From an optimization exercise on the open Yosys and OpenROAD flow, aimed at small area, a short achievable clock period and few clock cycles per item; shortcuts taken in it are not production practice.
The RTL was checked by simulation tests, not by an equivalence proof against the original design.

==> run R <==
// complex_arithmetic_unit
module complex_arithmetic_unit #(
   parameter int WORD_BITS = cau_pkg::WORD_BITS_DEF,
   parameter int FRAC_BITS = cau_pkg::FRAC_BITS_DEF
) (
   input logic       clock,
   input logic       reset,
   input  logic                                  req_valid,
   output logic                                  req_ready,
   input  logic [cau_pkg::OP_BITS-1:0]           req_op,
   input  logic                                  req_use_acc,
   input  logic signed [cau_pkg::FIELD_BITS-1:0] req_a_re,
   input  logic signed [cau_pkg::FIELD_BITS-1:0] req_a_im,
   input  logic signed [cau_pkg::FIELD_BITS-1:0] req_b_re,
   input  logic signed [cau_pkg::FIELD_BITS-1:0] req_b_im,
   output logic                                  rsp_valid,
   input  logic                                  rsp_ready,
   output logic signed [cau_pkg::FIELD_BITS-1:0] rsp_res_re,
   output logic signed [cau_pkg::FIELD_BITS-1:0] rsp_res_im,
   output logic [cau_pkg::STATUS_BITS-1:0]       rsp_status
);
  ...
clock: 10.0 ns
lec_check: 0
cap_margin: 20
core_margin: 2
core_utilization: 50
setup_slack_margin: 5
slew_margin: 20
tns_end_percent: 5
run.sh (not shown) runs the stock make flow with config.mk's settings and CLKGATE_MAP_FILE= SYNTH_SCRIPT=/design/flow/synth_recipe.tcl, a recipe that flattens the netlist after the stock synthesis.
==> run Y: changes against run R <==
--- a/flow/design.v
+++ b/flow/design.v
@@ -164,18 +164,17 @@
       s2b = {1'b0, t} - {1'b0, d3};
       ge1 = !s1[64];
       ge2 = ge1 ? !s2b[65] : !s2a[65];
       if (ge1) xn = ge2 ? s2b[63:0] : {s1[62:0], y[31]};
       else xn = ge2 ? s2a[63:0] : t[63:0];
       dstep = {ge1, ge2, xn, y[30:0], ge1, ge2};
    endfunction
-   logic        s_idle, s_m1, s_m2, s_tr, s_it, s_fin;
+   logic        s_idle, s_m1, s_tr, s_it, s_fin;
    logic [5:0]  cnt_ff;
    logic        o_add, o_sub, o_mul, o_div, o_pol, o_rd, dz_ff;
-   logic        mdiv1_ff;
    logic [31:0] ar_ff, ai_ff, br_ff, bi_ff;
    logic [31:0] acc_re_ff, acc_im_ff;
    logic        rsp_valid_ff;
    logic [31:0] rsp_re_ff, rsp_im_ff;
    logic [1:0]  rsp_st_ff;
    logic [5:0]  bc1_ff, bc2_ff;
    logic [63:0] xr_ff, xi_ff, d_ff;
@@ -313,42 +312,35 @@
       o_long = o_mul || o_pol || (o_div && !dz_ff);
    end
    always_ff @(posedge clock) begin
       if (reset) begin
          s_idle <= 1'b1;
          s_rl   <= 1'b0;
          s_m1   <= 1'b0;
-         s_m2   <= 1'b0;
          s_tr   <= 1'b0;
          s_it   <= 1'b0;
          s_fin  <= 1'b0;
       end else if (req_fire) begin
          s_idle <= 1'b0;
          s_rl   <= in_rl;
          s_m1   <= in_long && !in_rl;
-         s_m2   <= 1'b0;
          s_tr   <= 1'b0;
          s_it   <= 1'b0;
          s_fin  <= !in_long && !in_rl;
       end else begin
          if (s_rl) begin
             s_rl  <= 1'b0;
             s_m1  <= o_long;
             s_fin <= !o_long;
          end
          if (m1_end) begin
             s_m1  <= 1'b0;
-            s_m2  <= o_div;
-            s_tr  <= o_pol;
+            s_tr  <= o_pol || o_div;
             s_fin <= o_mul;
          end
-         if (s_m2 && cnt_ff[2:0] == 3'd7) begin
-            s_m2 <= 1'b0;
-            s_tr <= 1'b1;
-         end
          if (s_tr) begin
             s_tr <= 1'b0;
             s_it <= 1'b1;
          end
          if (it_end) begin
             s_it  <= 1'b0;
             s_fin <= 1'b1;
@@ -384,25 +376,24 @@
       if (done_fire) begin
          rsp_re_ff <= res_re;
          rsp_im_ff <= res_im;
          rsp_st_ff <= res_st;
       end
    end
    always_ff @(posedge clock) begin
-      if (req_fire) begin
+      if (req_ready) begin
          o_add    <= req_op == cau_pkg::OP_ADD;
          o_sub    <= req_op == cau_pkg::OP_SUB;
          o_mul    <= in_mul;
          nsubr_ff <= !in_mul;
          nsubi_ff <= !in_div;
          o_div    <= in_div;
          o_pol    <= in_pol;
          o_rd     <= req_op[2] & (req_op[1] | req_op[0]);
          dz_ff    <= in_dz;
-         mdiv1_ff <= in_div;
          ar_ff    <= asrc_re;
          ai_ff    <= asrc_im;
          br_ff    <= bld_re;
          bi_ff    <= bld_im;
          cnt_ff   <= '0;
          bc1_ff   <= bchunk(bld_re, 3'd0);
          bc2_ff   <= bchunk(bld_im, 3'd0);
@@ -414,32 +405,30 @@
             bi_ff <= acc_im_ff;
          end
          bc1_ff <= bchunk(o_pol ? acc_re_ff : br_ff, 3'd0);
          bc2_ff <= bchunk(o_pol ? acc_im_ff : bi_ff, 3'd0);
       end else begin
          bc1_ff <= bchunk(br_ff, cnt_ff[2:0] + 3'd1);
          bc2_ff <= bchunk(bi_ff, cnt_ff[2:0] + 3'd1);
-         if (s_m1 || s_m2 || s_it) cnt_ff <= cnt_ff + 6'd1;
+         if (s_m1 || s_it) cnt_ff <= cnt_ff + 6'd1;
          if (s_tr || m1_end) cnt_ff <= '0;
-         if (m1_end) mdiv1_ff <= 1'b0;
       end
    end
    logic [HW-1:0] hr_n, hi_n;
    logic [31:0]   lr_n, li_n;
-   logic [31:0]   m1r, m2r;
+   logic [HW-1:0] hd_n;
    logic [71:0]   vr, vi, vr_neg, vi_neg;
    logic [63:0]   magr, magi;
    logic [36:0]   sq_t, sq_t2;
    logic [37:0]   sq_d1, sq_d2;
    logic [34:0]   srem1, srem2;
    logic          sq_g1, sq_g2;
    always_comb begin
-      m1r  = mdiv1_ff ? br_ff : ar_ff;
-      m2r  = mdiv1_ff ? bi_ff : ai_ff;
-      hr_n = mstep(xr_ff[HW-1:0], m1r, m2r, bc1_ff, bc2_ff, !nsubr_ff);
+      hr_n = mstep(xr_ff[HW-1:0], ar_ff, ai_ff, bc1_ff, bc2_ff, !nsubr_ff);
+      hd_n = mstep(d3_ff[HW-1:0], br_ff, bi_ff, bc1_ff, bc2_ff, 1'b0);
       hi_n = mstep(xi_ff[HW-1:0], ai_ff, ar_ff, bc1_ff, bc2_ff, !nsubi_ff);
       lr_n = {hr_n[3:0], yr_ff[31:4]};
       li_n = {hi_n[3:0], yi_ff[31:4]};
       vr   = {xr_ff[HW-1:0], yr_ff[31:0]};
       vi   = {xi_ff[HW-1:0], yi_ff[31:0]};
       vr_neg = -vr;
       vi_neg = -vi;
@@ -453,20 +442,19 @@
       srem1  = sq_g1 ? sq_d1[34:0] : sq_t[34:0];
       sq_t2  = {srem1, xr_ff[61:60]};
       sq_d2  = {1'b0, sq_t2} - {3'b0, yr_ff[31:0], sq_g1, 2'b01};
       sq_g2  = !sq_d2[37];
       srem2  = sq_g2 ? sq_d2[34:0] : sq_t2[34:0];
    end
    always_ff @(posedge clock) begin
-      if (req_fire) begin
+      if (req_ready) begin
          xr_ff[HW-1:0] <= in_mul ? HW'(16'h7fff) : '0;
       end else begin
-         if (s_m1 || s_m2) begin
-            xr_ff[HW-1:0] <= (mdiv1_ff && cnt_ff[2:0] == 3'd7) ?
-                             '0 : {{4{hr_n[HW-1]}}, hr_n[HW-1:4]};
+         if (s_m1) begin
+            xr_ff[HW-1:0] <= {{4{hr_n[HW-1]}}, hr_n[HW-1:4]};
             yr_ff[31:0]   <= lr_n;
          end
          if (s_tr) begin
             if (o_div) begin
                xr_ff   <= {17'b0, magr[63:17]};
                yr_ff   <= {magr[16:0], 16'b0};
                negr_ff <= vr[71];
@@ -484,20 +472,26 @@
                xr_ff <= xr_ff << 4;
                yr_ff <= {yr_ff[30:0], sq_g1, sq_g2};
             end
          end
       end
    end
    always_ff @(posedge clock) begin
-      if (!req_fire) begin
-         if (m1_end && o_div) d_ff <= {hr_n[35:0], yr_ff[31:4]};
+      if (req_ready) begin
+         d3_ff[HW-1:0] <= '0;
+      end else begin
+         if (s_m1 && o_div) begin
+            d3_ff[HW-1:0] <= {{4{hd_n[HW-1]}}, hd_n[HW-1:4]};
+            d_ff[31:0]    <= {hd_n[3:0], d_ff[31:4]};
+         end
+         if (m1_end && o_div) d_ff <= {hd_n[35:0], d_ff[31:4]};
+         if (s_tr && o_div) d3_ff <= {d_ff, 1'b0} + {1'b0, d_ff};
          if (s_tr && o_pol) d_ff <= '0;
          if (s_it && o_pol) d_ff <= {29'b0, srem2};
       end
-      if (s_m2) d3_ff <= {d_ff, 1'b0} + {1'b0, d_ff};
    end
    always_ff @(posedge clock) begin
       if (reset) begin
          i_f1 <= 1'b0;
          i_it <= 1'b0;
       end else if (req_fire) begin
          i_f1 <= 1'b0;
@@ -508,15 +502,15 @@
             i_f1 <= 1'b0;
             i_it <= 1'b1;
          end
          if (i_it && (icnt_ff == 6'd16 || (icnt_ff == '0 && dsi[98]))) i_it <= 1'b0;
       end
    end
    always_ff @(posedge clock) begin
-      if (req_fire) begin
+      if (req_ready) begin
          xi_ff[HW-1:0] <= in_mul ? HW'(16'h7fff) : '0;
       end else if (s_m1) begin
          xi_ff[HW-1:0] <= {{4{hi_n[HW-1]}}, hi_n[HW-1:4]};
          yi_ff[31:0]   <= li_n;
       end else if (i_f1) begin
          xi_ff   <= {17'b0, magi[63:17]};
          yi_ff   <= {magi[16:0], 16'b0};
@@ -529,16 +523,16 @@
          icnt_ff <= icnt_ff + 6'd1;
       end
    end
    logic signed [CW-1:0] xa, ya, cdx, cdy;
    logic signed [ZW-1:0] atv;
    logic                 pt_zero, more, big8, big4, big2, ypos, yneg;
    always_comb begin
-      xa      = CW'($signed(ar_ff));
-      ya      = CW'($signed(ai_ff));
+      xa      = CW'($signed(ar_ff)) <<< 9;
+      ya      = CW'($signed(ai_ff)) <<< 9;
       pt_zero = (ar_ff == '0) && (ai_ff == '0);
       more    = mag_lt(cx_ff, 40) && mag_lt(cy_ff, 40);
       big8    = mag_lt(cx_ff, 33) && mag_lt(cy_ff, 33);
       big4    = mag_lt(cx_ff, 37) && mag_lt(cy_ff, 37);
       big2    = mag_lt(cx_ff, 39) && mag_lt(cy_ff, 39);
       cdx     = cy_ff >>> ccnt_ff;
       cdy     = cx_ff >>> (~ccnx_ff);
==> run F: changes against run R <==
--- a/flow/design.v
+++ b/flow/design.v
@@ -164,18 +164,17 @@
       s2b = {1'b0, t} - {1'b0, d3};
       ge1 = !s1[64];
       ge2 = ge1 ? !s2b[65] : !s2a[65];
       if (ge1) xn = ge2 ? s2b[63:0] : {s1[62:0], y[31]};
       else xn = ge2 ? s2a[63:0] : t[63:0];
       dstep = {ge1, ge2, xn, y[30:0], ge1, ge2};
    endfunction
-   logic        s_idle, s_m1, s_m2, s_tr, s_it, s_fin;
+   logic        s_idle, s_m1, s_tr, s_it, s_fin;
    logic [5:0]  cnt_ff;
    logic        o_add, o_sub, o_mul, o_div, o_pol, o_rd, dz_ff;
-   logic        mdiv1_ff;
    logic [31:0] ar_ff, ai_ff, br_ff, bi_ff;
    logic [31:0] acc_re_ff, acc_im_ff;
    logic        rsp_valid_ff;
    logic [31:0] rsp_re_ff, rsp_im_ff;
    logic [1:0]  rsp_st_ff;
    logic [5:0]  bc1_ff, bc2_ff;
    logic [63:0] xr_ff, xi_ff, d_ff;
@@ -313,42 +312,35 @@
       o_long = o_mul || o_pol || (o_div && !dz_ff);
    end
    always_ff @(posedge clock) begin
       if (reset) begin
          s_idle <= 1'b1;
          s_rl   <= 1'b0;
          s_m1   <= 1'b0;
-         s_m2   <= 1'b0;
          s_tr   <= 1'b0;
          s_it   <= 1'b0;
          s_fin  <= 1'b0;
       end else if (req_fire) begin
          s_idle <= 1'b0;
          s_rl   <= in_rl;
          s_m1   <= in_long && !in_rl;
-         s_m2   <= 1'b0;
          s_tr   <= 1'b0;
          s_it   <= 1'b0;
          s_fin  <= !in_long && !in_rl;
       end else begin
          if (s_rl) begin
             s_rl  <= 1'b0;
             s_m1  <= o_long;
             s_fin <= !o_long;
          end
          if (m1_end) begin
             s_m1  <= 1'b0;
-            s_m2  <= o_div;
-            s_tr  <= o_pol;
+            s_tr  <= o_pol || o_div;
             s_fin <= o_mul;
          end
-         if (s_m2 && cnt_ff[2:0] == 3'd7) begin
-            s_m2 <= 1'b0;
-            s_tr <= 1'b1;
-         end
          if (s_tr) begin
             s_tr <= 1'b0;
             s_it <= 1'b1;
          end
          if (it_end) begin
             s_it  <= 1'b0;
             s_fin <= 1'b1;
@@ -394,15 +386,14 @@
          o_mul    <= in_mul;
          nsubr_ff <= !in_mul;
          nsubi_ff <= !in_div;
          o_div    <= in_div;
          o_pol    <= in_pol;
          o_rd     <= req_op[2] & (req_op[1] | req_op[0]);
          dz_ff    <= in_dz;
-         mdiv1_ff <= in_div;
          ar_ff    <= asrc_re;
          ai_ff    <= asrc_im;
          br_ff    <= bld_re;
          bi_ff    <= bld_im;
          cnt_ff   <= '0;
          bc1_ff   <= bchunk(bld_re, 3'd0);
          bc2_ff   <= bchunk(bld_im, 3'd0);
@@ -414,32 +405,30 @@
             bi_ff <= acc_im_ff;
          end
          bc1_ff <= bchunk(o_pol ? acc_re_ff : br_ff, 3'd0);
          bc2_ff <= bchunk(o_pol ? acc_im_ff : bi_ff, 3'd0);
       end else begin
          bc1_ff <= bchunk(br_ff, cnt_ff[2:0] + 3'd1);
          bc2_ff <= bchunk(bi_ff, cnt_ff[2:0] + 3'd1);
-         if (s_m1 || s_m2 || s_it) cnt_ff <= cnt_ff + 6'd1;
+         if (s_m1 || s_it) cnt_ff <= cnt_ff + 6'd1;
          if (s_tr || m1_end) cnt_ff <= '0;
-         if (m1_end) mdiv1_ff <= 1'b0;
       end
    end
    logic [HW-1:0] hr_n, hi_n;
    logic [31:0]   lr_n, li_n;
-   logic [31:0]   m1r, m2r;
+   logic [HW-1:0] hd_n;
    logic [71:0]   vr, vi, vr_neg, vi_neg;
    logic [63:0]   magr, magi;
    logic [36:0]   sq_t, sq_t2;
    logic [37:0]   sq_d1, sq_d2;
    logic [34:0]   srem1, srem2;
    logic          sq_g1, sq_g2;
    always_comb begin
-      m1r  = mdiv1_ff ? br_ff : ar_ff;
-      m2r  = mdiv1_ff ? bi_ff : ai_ff;
-      hr_n = mstep(xr_ff[HW-1:0], m1r, m2r, bc1_ff, bc2_ff, !nsubr_ff);
+      hr_n = mstep(xr_ff[HW-1:0], ar_ff, ai_ff, bc1_ff, bc2_ff, !nsubr_ff);
+      hd_n = mstep(d3_ff[HW-1:0], br_ff, bi_ff, bc1_ff, bc2_ff, 1'b0);
       hi_n = mstep(xi_ff[HW-1:0], ai_ff, ar_ff, bc1_ff, bc2_ff, !nsubi_ff);
       lr_n = {hr_n[3:0], yr_ff[31:4]};
       li_n = {hi_n[3:0], yi_ff[31:4]};
       vr   = {xr_ff[HW-1:0], yr_ff[31:0]};
       vi   = {xi_ff[HW-1:0], yi_ff[31:0]};
       vr_neg = -vr;
       vi_neg = -vi;
@@ -456,17 +445,16 @@
       sq_g2  = !sq_d2[37];
       srem2  = sq_g2 ? sq_d2[34:0] : sq_t2[34:0];
    end
    always_ff @(posedge clock) begin
       if (req_fire) begin
          xr_ff[HW-1:0] <= in_mul ? HW'(16'h7fff) : '0;
       end else begin
-         if (s_m1 || s_m2) begin
-            xr_ff[HW-1:0] <= (mdiv1_ff && cnt_ff[2:0] == 3'd7) ?
-                             '0 : {{4{hr_n[HW-1]}}, hr_n[HW-1:4]};
+         if (s_m1) begin
+            xr_ff[HW-1:0] <= {{4{hr_n[HW-1]}}, hr_n[HW-1:4]};
             yr_ff[31:0]   <= lr_n;
          end
          if (s_tr) begin
             if (o_div) begin
                xr_ff   <= {17'b0, magr[63:17]};
                yr_ff   <= {magr[16:0], 16'b0};
                negr_ff <= vr[71];
@@ -484,20 +472,26 @@
                xr_ff <= xr_ff << 4;
                yr_ff <= {yr_ff[30:0], sq_g1, sq_g2};
             end
          end
       end
    end
    always_ff @(posedge clock) begin
-      if (!req_fire) begin
-         if (m1_end && o_div) d_ff <= {hr_n[35:0], yr_ff[31:4]};
+      if (req_fire) begin
+         d3_ff[HW-1:0] <= '0;
+      end else begin
+         if (s_m1 && o_div) begin
+            d3_ff[HW-1:0] <= {{4{hd_n[HW-1]}}, hd_n[HW-1:4]};
+            d_ff[31:0]    <= {hd_n[3:0], d_ff[31:4]};
+         end
+         if (m1_end && o_div) d_ff <= {hd_n[35:0], d_ff[31:4]};
+         if (s_tr && o_div) d3_ff <= {d_ff, 1'b0} + {1'b0, d_ff};
          if (s_tr && o_pol) d_ff <= '0;
          if (s_it && o_pol) d_ff <= {29'b0, srem2};
       end
-      if (s_m2) d3_ff <= {d_ff, 1'b0} + {1'b0, d_ff};
    end
    always_ff @(posedge clock) begin
       if (reset) begin
          i_f1 <= 1'b0;
          i_it <= 1'b0;
       end else if (req_fire) begin
          i_f1 <= 1'b0;
==> qor summary <==
| item | run R | run F | run Y |
|---|---|---|---|
| Number of fill cells in the layout | 20600 | 21100 | 21700 |
| Transition at the pin with the smallest max-transition slack | 1.68 ns | 1.32 ns | 1.30 ns |
| Max cap viols | 1 | 0 | 0 |
| Average cell area after synthesis | 7.86 um2 | 7.79 um2 | 7.81 um2 |
| Arrival time at the worst endpoint | 6.86 ns | 6.80 ns | 6.65 ns |
| Simple logic cell fraction of the synthesized area | 15.6% | 16.1% | 15.5% |
| Layout Area Growth over Synthesis | 12.6% | 15.3% | 12.8% |
| Number of instances in the synthesized netlist | 14200 | 15300 | 15300 |
| Share of cell area taken by flip-flops and latches | 18.1% | 16.3% | 16.5% |
| Share of post-route cells with drive strength above 1 | 9.80% | 11.6% | 9.99% |
| Result of the run | finished with violations | no timing/DRC/antenna violations | no timing/DRC/antenna violations |
| Layout check failures | max-capacitance violations, max-slew violations | - | - |
| Critical Path Most Common Cell | - | sky130_fd_sc_hd__buf_4 | sky130_fd_sc_hd__buf_4 |
| Post-synthesis register bit count | 797 | 795 | 795 |
Testbench counts of run R, summed over its fixed seeds: cycles 45,778, items 3,200.
Testbench counts of run Y, summed over its fixed seeds: cycles 40,453, items 3,200.
Testbench counts of run F, summed over its fixed seeds: cycles 41,010, items 3,200.

port drivers added, routing unchanged:
No port has a modelled driver above. Below, the same layouts with a new extraction and two added sets of constraints.
Step 1 assumes that a clkbuf_16 drives the clock port and a buf_2 every other input.
Step 2 also shifts input and output timing later by t, the mid clock arrival at the registers, as if the neighbouring blocks saw the same clock.
Three values: no drivers, after step 1, after step 2; two values: the first two.
run	shift t [ns]	setup WS [ns]	hold WS [ns]	worst setup path after step 2	cell pins on the clock port's net
run R	0.908	3.581 / 3.581 / 3.581	0.514 / 0.514 / 0.514	register to register	1
run Y	0.917	3.834 / 3.834 / 3.834	0.525 / 0.525 / 0.525	register to register	1
run F	0.928	3.690 / 3.690 / 3.690	0.511 / 0.511 / 0.511	register to register	1
